Background: an optimization exercise with open tools, aiming at small area, a short achievable clock period and few clock cycles per item. Do not read the settings as production practice.
Where RTL was checked, it was by simulation tests only, not by an equivalence proof against the original.

## the reference run
// data_cache
module data_cache #(
    parameter int LINES       = cache_pkg::DEF_LINES,
    parameter int MEM_LATENCY = cache_pkg::DEF_MEM_LATENCY
) (
    input  logic        clk,
    input  logic        rst,
    input  logic [31:0] address,
    input  logic [31:0] writeData,
    input  logic        cpuRead,
    input  logic        cpuWrite,
    output logic [31:0] readData,
    output logic        stall,
    output logic [31:0] memAddress,
    output logic [31:0] memWriteData,
    output logic        memRead,
    output logic        memWrite,
    input  logic [31:0] memReadData,
    output logic [15:0] hitCount,
    output logic [15:0] missCount
);
    localparam int         INDEX_W = $clog2(LINES);
    localparam int         TAG_W   = 32 - $clog2(LINES);
    localparam logic [2:0] WR_LAST = 3'(MEM_LATENCY - 1);
    localparam logic [2:0] RD_LAST = 3'(MEM_LATENCY);
    logic [2:0]         r_phase;
    logic               r_wr;      
    logic               r_hit;     
    logic               r_done;    
    logic               r_memrd;   
  ...
==> module data_cache, before the edit <==
module data_cache #(
    parameter int LINES       = cache_pkg::DEF_LINES,
    parameter int MEM_LATENCY = cache_pkg::DEF_MEM_LATENCY
) (
    input  logic        clk,
    input  logic        rst,
    input  logic [31:0] address,
    input  logic [31:0] writeData,
    input  logic        cpuRead,
    input  logic        cpuWrite,
    output logic [31:0] readData,
    output logic        stall,
    output logic [31:0] memAddress,
    output logic [31:0] memWriteData,
    output logic        memRead,
    output logic        memWrite,
    input  logic [31:0] memReadData,
    output logic [15:0] hitCount,
    output logic [15:0] missCount
);
    localparam int         INDEX_W = $clog2(LINES);
    localparam int         TAG_W   = 32 - $clog2(LINES);
    localparam logic [2:0] WR_LAST = 3'(MEM_LATENCY - 1);
    localparam logic [2:0] RD_LAST = 3'(MEM_LATENCY);
    logic [2:0]         r_phase;
    logic               r_wr;      
    logic               r_hit;     
    logic               r_done;    
    logic               r_memrd;   
    logic               r_memwr;   
    logic [31:0]        r_rdata;   
    logic [15:0]        r_hits;
    logic [15:0]        r_misses;
    logic [31:0]        w_line_data;
    logic               w_hit;
    logic               w_lookup;
    logic               w_fill;
    logic               w_we;
    logic [2:0]         w_phase;
    assign w_lookup = (r_phase == 3'd0);
    assign w_fill   = (r_phase == RD_LAST);
    assign w_we     = r_done && (r_wr ? r_hit : r_memrd);
    cache_array #(
        .LINES        (LINES),
        .INDEX_W      (INDEX_W),
        .TAG_W        (TAG_W),
        .HEAD_SPACING (MEM_LATENCY)
    ) u_array (
        .i_clk      (clk),
        .i_clear    (rst),
        .i_index    (address[INDEX_W-1:0]),
        .i_tag      (address[31:INDEX_W]),
        .o_rd_hit   (w_hit),
        .o_rd_data  (w_line_data),
        .i_we       (w_we),
        .i_wr_data  (r_wr ? writeData : memReadData)
    );
    assign memAddress   = address;
    assign memWriteData = writeData;
    assign memRead      = !rst && r_memrd;
    assign memWrite     = !rst && (w_lookup ? cpuWrite : r_memwr);
    assign stall        = !r_done;
    assign readData     = r_memrd ? memReadData : r_rdata;
    always_comb begin
        w_phase = r_phase + 3'd1;
        if (w_lookup && !(cpuRead || cpuWrite))
            w_phase = 3'd0;
        if (r_done)
            w_phase = 3'd0;
    end
    always_ff @(posedge clk) begin
        if (rst) begin
            r_phase  <= 3'd0;
            r_done   <= 1'b0;
            r_memrd  <= 1'b0;
            r_memwr  <= 1'b0;
            r_hits   <= '0;
            r_misses <= '0;
        end else begin
            r_phase <= w_phase;
            if (w_lookup) begin
                r_done  <= !cpuWrite && cpuRead && w_hit;
                r_memrd <= !cpuWrite && cpuRead && !w_hit;
                r_memwr <= cpuWrite;
            end else begin
                r_done  <= !r_done && (w_phase == (r_wr ? WR_LAST : RD_LAST));
                if (r_done) begin
                    r_memrd <= 1'b0;
                    r_memwr <= 1'b0;
                end
            end
            if (r_done && !r_wr && !r_memrd && r_hits != 16'hFFFF)
                r_hits <= r_hits + 16'd1;
            if (w_fill && r_misses != 16'hFFFF)
                r_misses <= r_misses + 16'd1;
        end
    end
    always_ff @(posedge clk) begin
        if (w_lookup) begin
            r_wr  <= cpuWrite;
            r_hit <= w_hit;
        end
        r_rdata <= w_line_data;
    end
    assign hitCount  = r_hits;
    assign missCount = r_misses;
endmodule
make LEC_CHECK=0 CAP_MARGIN=20 CORE_MARGIN=2 CORE_UTILIZATION=55 CTS_BUF_LIST=sky130_fd_sc_hd__clkbuf_16 CTS_CLUSTER_DIAMETER=150 CTS_CLUSTER_SIZE=26 SETUP_SLACK_MARGIN=4.5 SLEW_MARGIN=20 finish   # period 8.0 ns
run.sh (not shown) runs the stock make flow with config.mk's settings and CLKGATE_MAP_FILE= SYNTH_SCRIPT=/design/flow/synth_recipe.tcl, a recipe that flattens the netlist after the stock synthesis.
Changes in the trial run relative to the reference run:
diff --git a/flow/design.v b/flow/design.v
--- a/flow/design.v
+++ b/flow/design.v
@@ -150,7 +150,7 @@
     assign memRead      = !rst && r_memrd;
     assign memWrite     = !rst && (w_lookup ? cpuWrite : r_memwr);
     assign stall        = !r_done;
-    assign readData     = r_memrd ? memReadData : r_rdata;
+    assign readData     = (memReadData & {32{r_memrd}}) | r_rdata;
     always_comb begin
         w_phase = r_phase + 3'd1;
         if (w_lookup && !(cpuRead || cpuWrite))
@@ -190,7 +190,7 @@
             r_wr  <= cpuWrite;
             r_hit <= w_hit;
         end
-        r_rdata <= w_line_data;
+        r_rdata <= w_lookup ? w_line_data : '0;
     end
     assign hitCount  = r_hits;
     assign missCount = r_misses;
## What came out
The trial run: PASS, flow complete, no timing, DRC or antenna violations
From the reference run to the trial run the numbers moved as follows: routing usage on met2 rose 2.6 points; design area about even.
Compared with the reference run, the trial run shows critical path depth higher by 2.
Between the reference run and the trial run, the flow reports detailed router's first-iteration violation count decreasing slightly.
memReadData[30] as the worst setup path startpoint was reported by the reference run, and rst by the trial run.
Any difference in via count between the trial run and the reference run is small enough to ignore.
Between the reference run and the trial run, the total instance count after detailed placement figures differ only marginally.
Testbench counts of the trial run, summed over its fixed seeds: cycles 246,981, ops 64,000.
The RTL of the reference run was laid out without a check of its function.

what the ideal ports hide:
Ports are ideal in the flow. The routed layouts listed here were re-timed in OpenROAD. Step 1 sets driving cells, clkbuf_16 on the clock port and buf_2 on the other inputs (assumed; they add their load-dependent delay and slew). Step 2, shift: input delay + t, output delay - t, t = (earliest + latest rising clock arrival at the registers) / 2. This alone moves slack from input paths to output paths. Three values: ideal ports, drivers, drivers and shift; two values: the first two.
run	shift t [ns]	setup WS [ns]	hold slack, ns	worst setup path at the end
the reference run	0.797	4.234 / 4.187 / 3.589	0.342 / 0.342 / 0.342	input to register
the trial run	0.786	4.217 / 4.114 / 3.571	0.338 / 0.338 / 0.338	input to register
After both steps every run listed still meets setup and hold. For the trial run, which loses most, drivers alone change the setup slack by -0.103 ns; drivers and shift together by -0.646 ns.
